Context: an optimization exercise on an open-source flow, tuned for small area, a short achievable clock period and few clock cycles. The choices shown serve that exercise and are no tape-out recipe.
Only the layout flow was run in this run; the RTL was not checked for function there.
No activity file was given, so power comes from the tool's default toggle rates.

$ cat flow/flow/run.sh
#!/bin/bash
# The standard layout (the standard.sh, standard synthesis unchanged), with the ports
# buffered by buf_4 cells instead of the delay cells buffer_ports picks by default.
set -euo pipefail
bash standard.sh BUFFER_PORTS_ARGS="-buffer_cell sky130_fd_sc_hd__buf_4" finish > flow_make.log 2>&1
$ cat flow/standard.sh
#!/bin/bash
# synth_recipe.tcl (not shown) runs the flow's synth.tcl, then flattens the netlist and writes it again
# the make line also repeats each setting of config.mk as NAME=value (left out here)
make -C /OpenROAD-flow-scripts/flow DESIGN_CONFIG=/design/flow/config.mk WORK_HOME=/design/flow/orfs CLKGATE_MAP_FILE= SYNTH_SCRIPT=/design/flow/synth_recipe.tcl "${@:-finish}"
$ cat flow/config.mk
export PLATFORM = sky130hd
export DESIGN_NAME = icache_nway
export DESIGN_NICKNAME = icache_nway
export VERILOG_FILES = /design/flow/design.v
export SDC_FILE = /design/flow/constraint.sdc
export NUM_CORES = 8
export LEC_CHECK = 0
export CAP_MARGIN = 20
export CORE_MARGIN = 2
export CORE_UTILIZATION = 55
export CTS_BUF_LIST = sky130_fd_sc_hd__clkbuf_16
export CTS_CLUSTER_DIAMETER = 100
export CTS_CLUSTER_SIZE = 30
export SETUP_SLACK_MARGIN = 4.6
export SLEW_MARGIN = 20
export TNS_END_PERCENT = 5
$ cat flow/constraint.sdc
create_clock -name core_clock -period 9.5 [get_ports {clk}]
set_input_delay 1.9000 -clock core_clock [delete_from_list [all_inputs] [get_ports {clk}]]
set_output_delay 1.9000 -clock core_clock [all_outputs]
set_load 0.01 [all_outputs]
$ cat flow/design.v
module icache_nway #(
    parameter int WAYS = 4,
    parameter int SETS = 8
) (
    input  logic         clk,
    input  logic         rst,
    input  logic         mem_read,
    input  logic [15:0]  mem_address,
    output logic [15:0]  mem_rdata,
    output logic         mem_resp,
    output logic         l2_read,
    output logic [15:0]  l2_address,
    input  logic [127:0] l2_rdata,
    input  logic         l2_resp
    ,
    input  logic         flush
);
    localparam int IW = $clog2(SETS);
    localparam int TW = 12 - IW;
    localparam int WW = $clog2(WAYS);
    localparam int PW = (WAYS == 4) ? 3 : 1;
    logic [SETS-1:0] valid    [WAYS];
    logic [TW-1:0]   tag_arr  [WAYS][SETS];
    logic [127:0]    data_arr [WAYS][SETS];
    logic [PW-1:0]   plru     [SETS];
    logic            fill_st;      
    logic [11:0]     p_line;
    logic [2:0]      p_word;
    logic            p_hit;
    logic [WAYS*SETS-1:0] fill_oh;  
    logic [WW-1:0]   p_way;
    logic [15:0]     p_data;
    logic [WAYS-1:0] p_way_oh;     
    logic [SETS-1:0] rd_set_oh;    
    logic [7:0]      rd_word_oh;   
    logic            rd_next;      
    logic [7:0]      a_word_oh;    
    logic [7:0]      f_word_oh;    
    logic            arm_hit;      
    logic            reload;       
    logic            arm_miss;     
    logic            arm_l2;       
    logic [11:0]   in_line;
    logic [2:0]    in_word;
    logic [IW-1:0] p_set, in_set;
    logic          unused_bit;
    assign in_line    = mem_address[15:4];
    assign in_word    = mem_address[3:1];
    assign in_set     = in_line[IW-1:0];
    assign p_set      = p_line[IW-1:0];
    assign unused_bit = mem_address[0];
    logic [SETS-1:0] in_set_oh;
    logic [WAYS-1:0] in_hit_oh;
    logic            in_hit;
    logic [WW-1:0]   in_way;
    logic [TW-1:0]   in_tag_w [WAYS];
    logic [WAYS-1:0] in_val_w;
    always_comb begin
        for (int s = 0; s < SETS; s++) in_set_oh[s] = (in_set == IW'(s));
        in_way = '0;
        for (int w = 0; w < WAYS; w++) begin
            in_tag_w[w] = '0;
            in_val_w[w] = 1'b0;
            for (int s = 0; s < SETS; s++) begin
                in_tag_w[w] = in_tag_w[w] | ({TW{in_set_oh[s]}} & tag_arr[w][s]);
                in_val_w[w] = in_val_w[w] | (in_set_oh[s] & valid[w][s]);
            end
            in_hit_oh[w] = in_val_w[w] && (in_tag_w[w] == in_line[11:IW]);
            if (in_hit_oh[w]) in_way = in_way | WW'(w);
        end
        in_hit = |in_hit_oh;
    end
    logic [11:0]     n_line;
    logic [11:0]     nn_line;
    logic [SETS-1:0] n_set_oh;
    logic [TW-1:0]   n_tag;
    logic [WAYS-1:0] n_hit_oh;
    logic [TW-1:0]   tag_arr_n [WAYS];
    logic            n_hit;
    logic [WW-1:0]   n_way;
    assign n_line = p_line + 12'd1;
    always_comb begin
        n_way = '0;
        for (int w = 0; w < WAYS; w++) begin
            n_hit_oh[w] = 1'b0;
            for (int s = 0; s < SETS; s++)
                n_hit_oh[w] = n_hit_oh[w] | (n_set_oh[s] && valid[w][s]);
            n_hit_oh[w] = n_hit_oh[w] && (n_tag == tag_arr_n[w]);
            if (n_hit_oh[w]) n_way = n_way | WW'(w);
        end
        n_hit = |n_hit_oh;
    end
    always_comb begin
        for (int w = 0; w < WAYS; w++) begin
            tag_arr_n[w] = '0;
            for (int s = 0; s < SETS; s++)
                tag_arr_n[w] = tag_arr_n[w] | ({TW{n_set_oh[s]}} & tag_arr[w][s]);
        end
    end
    logic [WW-1:0] victim, plru_way;
    logic [PW-1:0] plru_upd;
    logic [WW-1:0] acc_way;
    logic [2:0]    pc;
    generate
        if (WAYS == 4) begin : g_tree
            assign pc       = plru[p_set];
            assign plru_way = pc[0] ? {1'b1, pc[2]} : {1'b0, pc[1]};
            always_comb begin
                plru_upd    = pc;
                plru_upd[0] = ~acc_way[1];
                if (acc_way[1]) plru_upd[2] = ~acc_way[0];
                else            plru_upd[1] = ~acc_way[0];
            end
        end else begin : g_bit
            assign pc       = '0;
            assign plru_way = plru[p_set];
            assign plru_upd = ~acc_way;
        end
    endgenerate
    always_comb begin
        victim = plru_way;
        for (int w = WAYS - 1; w >= 0; w--) begin
            if (!valid[w][p_set]) victim = WW'(w);
        end
    end
    logic line_eq, word_eq, fast_hit, start_fill, repoint, fill_done, advance, flush_now;
    logic nx_last;
    assign nx_last    = (p_word == 3'd7);
    assign line_eq    = (in_line == p_line);
    assign word_eq    = (in_word == p_word);
    assign fast_hit   = mem_read && arm_hit && line_eq && word_eq;
    assign start_fill = mem_read && arm_miss && line_eq;
    assign repoint    = mem_read && !fill_st && !reload && !(line_eq && (word_eq || arm_miss));
    assign fill_done  = fill_st && l2_resp;
    assign advance    = fast_hit || fill_done;
    assign acc_way    = fill_st ? victim : p_way;
    assign mem_resp   = mem_read && line_eq && word_eq && (arm_hit || fill_done);
    assign l2_read    = mem_read && line_eq && arm_l2;
    assign l2_address = {p_line, 4'b0000};
    always_comb begin
        mem_rdata = fill_st ? 16'h0000 : p_data;
        for (int k = 0; k < 8; k++)
            mem_rdata = mem_rdata | ({16{f_word_oh[k]}} & l2_rdata[k*16 +: 16]);
    end
    logic [11:0]   p_line_nx;
    logic [2:0]    p_word_nx;
    logic          p_hit_nx, fill_nx, reload_nx;
    logic [WW-1:0] p_way_nx;
    logic [11:0]   a_line_nx, rd_line_nx;
    logic [2:0]    a_word_nx, rd_word_nx;
    always_comb begin
        p_line_nx = p_line;
        p_word_nx = p_word;
        p_hit_nx  = p_hit;
        p_way_nx  = p_way;
        fill_nx   = fill_st;
        reload_nx = 1'b0;
        if (start_fill) begin
            fill_nx   = 1'b1;
            p_word_nx = in_word;
        end
        if (fill_done) fill_nx = 1'b0;
        if (repoint) begin
            p_line_nx = in_line;
            p_word_nx = in_word;
            p_hit_nx  = in_hit;
            p_way_nx  = in_way;
            reload_nx = in_hit;
        end else if (advance) begin
            p_word_nx = p_word + 3'd1;
            if (nx_last) begin
                p_line_nx = n_line;
                p_hit_nx  = n_hit;
                p_way_nx  = n_way;
            end else if (fill_done) begin
                p_hit_nx  = 1'b1;
                p_way_nx  = victim;
            end
        end
        if (flush_now) begin
            p_hit_nx  = 1'b0;
            reload_nx = 1'b0;
        end
        {a_line_nx, a_word_nx} = {p_line_nx, p_word_nx} + 15'd1;
        {rd_line_nx, rd_word_nx} = reload_nx ? {p_line_nx, p_word_nx} : {a_line_nx, a_word_nx};
        nn_line = p_line_nx + 12'd1;
    end
    logic [SETS-1:0] r_set_oh;
    logic [7:0]      r_word_oh;
    logic [WAYS-1:0] r_way_oh;
    logic [15:0]     set_word [WAYS][8];
    logic [15:0]     way_word [WAYS];
    logic [15:0]     r_data, f_data, p_data_nx;
    assign r_set_oh  = rd_set_oh;
    assign r_word_oh = rd_word_oh;
    assign r_way_oh  = rd_next ? n_hit_oh : p_way_oh;
    always_comb begin
        r_data = '0;
        f_data = '0;
        for (int w = 0; w < WAYS; w++) begin
            way_word[w] = '0;
            for (int k = 0; k < 8; k++) begin
                set_word[w][k] = '0;
                for (int s = 0; s < SETS; s++)
                    set_word[w][k] = set_word[w][k] | ({16{r_set_oh[s]}} & data_arr[w][s][k*16 +: 16]);
                way_word[w] = way_word[w] | ({16{r_word_oh[k]}} & set_word[w][k]);
            end
            r_data = r_data | ({16{r_way_oh[w]}} & way_word[w]);
        end
        for (int k = 0; k < 8; k++) f_data = f_data | ({16{a_word_oh[k]}} & l2_rdata[k*16 +: 16]);
    end
    assign p_data_nx = (fill_done && !nx_last) ? f_data : r_data;
    always_ff @(posedge clk) begin
        if (reload || advance) p_data <= p_data_nx;
    end
    logic flush_pend;
    assign flush_now = !fill_st && (flush || flush_pend);
    always_ff @(posedge clk or posedge rst) begin
        if (rst) begin
            flush_pend <= 1'b0;
        end else if (fill_st && flush) begin
            flush_pend <= 1'b1;
        end else if (flush_now) begin
            flush_pend <= 1'b0;
        end
    end
    always_ff @(posedge clk or posedge rst) begin
        if (rst) begin
            fill_st   <= 1'b0;
            p_line    <= '0;
            p_word    <= '0;
            p_hit     <= 1'b0;
            p_way     <= '0;
            p_way_oh  <= WAYS'(1);
            rd_set_oh  <= SETS'(1);
            rd_word_oh <= 8'b0000_0010;
            rd_next    <= 1'b0;
            a_word_oh <= 8'b0000_0010;
            f_word_oh <= '0;
            arm_hit   <= 1'b0;
            arm_miss  <= 1'b1;
            arm_l2    <= 1'b1;
            reload    <= 1'b0;
            n_set_oh  <= SETS'(2);
            n_tag     <= '0;
            fill_oh   <= '0;
            for (int w = 0; w < WAYS; w++) valid[w] <= '0;
            for (int s = 0; s < SETS; s++) plru[s] <= '0;
        end else begin
            fill_st <= fill_nx;
            p_line  <= p_line_nx;
            p_word  <= p_word_nx;
            p_hit   <= p_hit_nx;
            p_way   <= p_way_nx;
            for (int w = 0; w < WAYS; w++) p_way_oh[w] <= (p_way_nx == WW'(w));
            for (int s = 0; s < SETS; s++) rd_set_oh[s] <= (rd_line_nx[IW-1:0] == IW'(s));
            for (int k = 0; k < 8; k++) rd_word_oh[k] <= (rd_word_nx == 3'(k));
            rd_next <= !reload_nx && (p_word_nx == 3'd7);
            for (int k = 0; k < 8; k++) begin
                a_word_oh[k] <= (a_word_nx == 3'(k));
                f_word_oh[k] <= fill_nx && (p_word_nx == 3'(k));
            end
            arm_hit  <= !fill_nx && p_hit_nx && !reload_nx;
            reload   <= reload_nx;
            for (int s = 0; s < SETS; s++) n_set_oh[s] <= (nn_line[IW-1:0] == IW'(s));
            n_tag    <= nn_line[11:IW];
            if (start_fill) begin
                for (int w = 0; w < WAYS; w++)
                    for (int s = 0; s < SETS; s++)
                        fill_oh[w*SETS+s] <= (victim == WW'(w)) && (p_set == IW'(s));
            end else if (fill_done) begin
                fill_oh <= '0;
            end
            arm_miss <= !fill_nx && !p_hit_nx;
            arm_l2   <= fill_nx || !p_hit_nx;
            if (fill_done) valid[victim][p_set] <= 1'b1;
            if (advance) plru[p_set] <= plru_upd;
            if (flush_now) begin
                for (int w = 0; w < WAYS; w++) valid[w] <= '0;
                for (int s = 0; s < SETS; s++) plru[s] <= '0;
            end
        end
    end
    always_ff @(posedge clk) begin
        for (int w = 0; w < WAYS; w++)
            for (int s = 0; s < SETS; s++)
                if (fill_oh[w*SETS+s]) begin
                    tag_arr[w][s]  <= p_line[11:IW];
                    data_arr[w][s] <= l2_rdata;
                end
    end
endmodule
==> key figures <==
Outcome
  • Status: finished clean

Critical path
  • Slowest cell on crit path: mux2_2
  • CP required: 10.15 ns
  • Crit path DAT: 5.73 ns
  • Crit-path cells: buf_4, a22oi_1, nand4_1, xor2_1, nor4_1, nand4_1, mux2_2, buf_4, a31oi_1, nor4_1, a21oi_1
  • Reg-to-Reg Start: n_set_oh[1]
  • Crit-path leading delay family: simple AND/OR/NAND/NOR gates
  • R2R depth: 11
  • CP peak stage delay: 0.88 ns
  • Crit end category: flop
  • Kind of critical path: reg2reg
  • Reg2reg end: p_data[14]
  • Worst-path fanout max: 40
  • Flop2flop setup slack: 4.42 ns
  • Startpoint types: flop
  • Buf/Inv on CP: 2

Worst hold path
  • Worst Min Path Start: plru[0][2]
  • Hold depth: 2
  • HP Class: reg2reg
  • Hold endpoint: plru[0][2]

Layout
  • Nets@finish: 9585
  • Most frequent cells in the layout: edfxtp_1, a22oi_1, nand4_1
  • Post-Layout Cell Count: 13600
  • Area growth syn-to-layout: 7.46%
  • Most common cell after layout, fill and taps aside: edfxtp_1
  • Final Util: 59.3%
  • Fraction of layout instances using a drive strength above 1: 8.93%
  • Final Cell Area: 183000 µm²

Global route
  • First-pass GRT wire length: 773 mm
  • Total grt overflow: 0
  • Initial antenna violation count: 58
  • Routing usage on met3: 7.56%
  • Vias in the first global route: 96300
  • Largest net degree at the start of global routing: 110
  • GRT met2 Usage: 54.5%
  • Busiest grt layer: met2
  • All-layer global routing usage: 35.2%
  • Met1 Use GR: 48.6%

STA
  • Skew final: 0.0505 ns
  • FMAX: 197 MHz
  • Final Hold Vio Count: 0
  • Setup-failing EPs final: 0
  • Slew @ Worst Pin: 1.26 ns
  • Headroom to the max-slew limit: 14.4%
  • Pins over their slew limit: 0
  • Unrepaired setup endpoints after global routing: true
  • Minimum clock period: 5.08 ns
  • Setup TNS: 0 ns
  • Final period util: 53.4%

Clock tree
  • CTS H-tree lvls: 4
  • Root buf cell: clkbuf_16
  • CTS tree: done
  • Total clock buffers created by CTS: 176
  • Sink Count: 4566
  • Maximum root-to-sink buffer count: 4
  • Cts hold-fix bufs: 0
  • Clk Latency, worst-skew pair: 0.95 ns
  • Clock slew at reported path FFs: 0.11 ns

Yosys
  • Post-Synthesis Cells: 9451
  • Netlist Area Pre-Place: 170000 µm²
  • Post-synth EDFFs: 4400
  • Top cells by area, synth: edfxtp_1, a22oi_1, dfrtp_1
  • Share of the synthesized area in the top cell type: 77.8%
  • Yosys warns: 9
  • Largest area contributor in the netlist: edfxtp_1
  • Post-synthesis register bit count: 4566
  • Synth Flop Type: edfxtp_1
  • Unique masters post-synth: 92
  • Async SR Flop Fraction: 3.64%
  • Post-Syn Area per Cell: 18.0 µm²
  • Part of the Yosys area used for sequential elements: 80.2%

Route
  • DRT Wirelength: 563 mm
  • DR vias: 101000
  • Via density: 7.43
  • Remaining antenna violation count: 0
  • Drt wl/cell: 41.4 µm
  • Initial DRC count: 15700
  • # DRC: 0
  • DRT Pass-1 Iters: 7

Power
  • Clock network power share: 25.2%
  • Peak supply drop: 251 µV
  • P_sw: 9.87 mW
  • Share of power burned in registers: 60.6%
  • Switch share: 26.6%
  • Power Density: 203 nW/µm²
  • Comb power frac: 14.2%
  • Pint: 27.2 mW
  • Leakage power: 54.8 nW

Floorplanning
  • Core region area: 308000 µm²
  • IO Count: 183
  • Die height: 560 µm
  • DIE AREA: 313000 µm²
  • Chip width: 560 µm
  • Initial Util: 55.2%
  • Row Count: 204

Job
  • Max Cap Viol: 0

Place
  • GPL Wtd Cong: 0.867
  • Final HPWL DP: 292 mm
  • DP Cell Count: 13300
  • Post-DP Area: 176000 µm²
  • IO buf count: 177
## kinds of logic (layout without fill, tap and decap cells)
kind of cell | Yosys count | after routing | synth area share [%]
adders and majority gates | 20 | 20 | 0.147
xor gates and xnor gates | 102 | 102 | 0.526
other | 1 | 34 | 0.00221
buffers and inverters | 697 | 690 | 1.66
muxes | 138 | 138 | 1.07
DFF | 4566 | 4566 | 80.2
AOI/OAI and AO/OA | 2951 | 2951 | 13.0
and+or+nand+nor | 976 | 976 | 3.35
## layout make-up
class | count | area (µm²)
Sequential cell | 4566 | 136000
Fill cell | 22700 | 125000
Multi-Input combinational cell | 4191 | 31300
Tap cell | 4120 | 5150
Timing Repair Buffer | 455 | 4770
Clock buffer | 182 | 4550
Clock inverter | 27 | 188
Inverter | 26 | 104
Antenna cell | 30 | 75.1
## worst reg2reg max path, cell delays in order (launching register included)
cell and delay [ns]:
dfstp_2 0.54, buf_4 0.59, a22oi_1 0.26, nand4_1 0.23
xor2_1 0.19, nor4_1 0.07, nand4_1 0.30, mux2_2 0.89
buf_4 0.65, a31oi_1 0.20, nor4_1 0.72, a21oi_1 0.15
## state kept, by name (all words and copies together) (netlist names), 3 cells and up
register,count
rd_word_oh,8
f_word_oh,8
fill_oh,32
tag_arr,288
valid,32
n_tag,9
rd_set_oh,8
p_line,12
p_word,3
p_way_oh,4
p_data,16
plru,24
n_set_oh,8
a_word_oh,8
data_arr,4096
## per-stage QoR
step	hold slack, ns	setup slack [ns]	total power, mW
CTS	0.511	4.35	37.0
floorplan	0.460	4.56	25.5
finish	0.511	4.42	37.1
detailed placement	0.486	2.87	28.0
global route	0.543	4.44	38.0
global placement	0.484	2.94	27.9
## power groups by stage
stage | registers (mW) | clock network [mW] | logic [mW]
floorplan | 22.7 | 0 | 2.86
global placement | 22.9 | 0 | 5.03
detailed placement | 22.9 | 0 | 5.08
CTS | 22.5 | 9.41 | 5.14
global route | 22.5 | 10.0 | 5.50
finish | 22.5 | 9.36 | 5.26
## routing by layer
| layer | part of all wire [%] | vias up |
|---|---|---|
| li1 | - | 39800 |
| met5 | 0.036 | - |
| met1 | 37 | 53200 |
| met4 | 4.9 | 30 |
| met2 | 46 | 6899 |
| met3 | 11 | 1100 |
## worst max-delay path by stage
stage	start	to	slack (ns)	cells past startpoint
floorplan	mem_address[11]	l2_read	4.56	5
global placement	mem_address[5]	rd_set_oh[7]	2.94	11
detailed placement	mem_address[5]	rd_set_oh[5]	2.87	11
CTS	l2_rdata[99]	mem_rdata[3]	4.35	5
global route	l2_rdata[64]	mem_rdata[0]	4.44	4
finish	n_set_oh[1]	p_data[14]	4.42	11
## synthesized netlist by cell type (5+ instances only)
cell and n:
nand2b_1 7, buf_6 11, nor2_1 91, inv_1 21, mux2_2 27, nand3_1 84, nand4_1 581, a31oi_1 81
or2_2 5, o211ai_1 6, clkbuf_1 479, and2_1 17, a222oi_1 21, nor3_1 27, dfstp_2 7, nor4_1 31
nand2_1 65, o22ai_1 10, or4_1 5, a221oi_1 100, edfxtp_1 4400, o31ai_1 6, nor2b_1 20, buf_2 25
and4_1 6, o21ai_0 59, xnor2_1 48, mux4_2 31, ha_1 20, a221o_1 13, buf_1 135, and3_1 12
a211oi_1 9, mux2i_1 76, dfrtp_1 159, a22oi_1 2442, xor2_1 54, a22o_1 93, a21oi_1 64, buf_4 19
## timing repair
item	4_1_cts	5_1_grt
setup endpoints to repair	56	36
cloned	5	5
gates resized for setup	112	97
setup buffers	14	13
pin swaps	21	30

-- afterwards: timing with drivers on the ports --
No port has a modelled driver above. Below, the same layout with a new extraction and two added sets of constraints.
Step 1 sets driving cells, clkbuf_16 on the clock port and buf_2 on the other inputs (assumed; they add their load-dependent delay and slew).
Step 2 adds t to the input delays and takes it off the output delays; t is the mean of the earliest and latest rising clock arrival at the registers after step 1. Input paths then give back, and output paths get back, about the clock's delay inside the block.
a / b / c = ideal / step 1 / step 2; a / b = the first two.
t (ns): 1.041
setup slack, ns: 4.424 / 4.135 / 3.520
latest minus earliest clock arrival (ns): 0.062 / 0.062
After both steps this run still meets setup and hold. For this run, drivers alone change the setup slack by -0.289 ns; drivers and shift together by -0.904 ns.
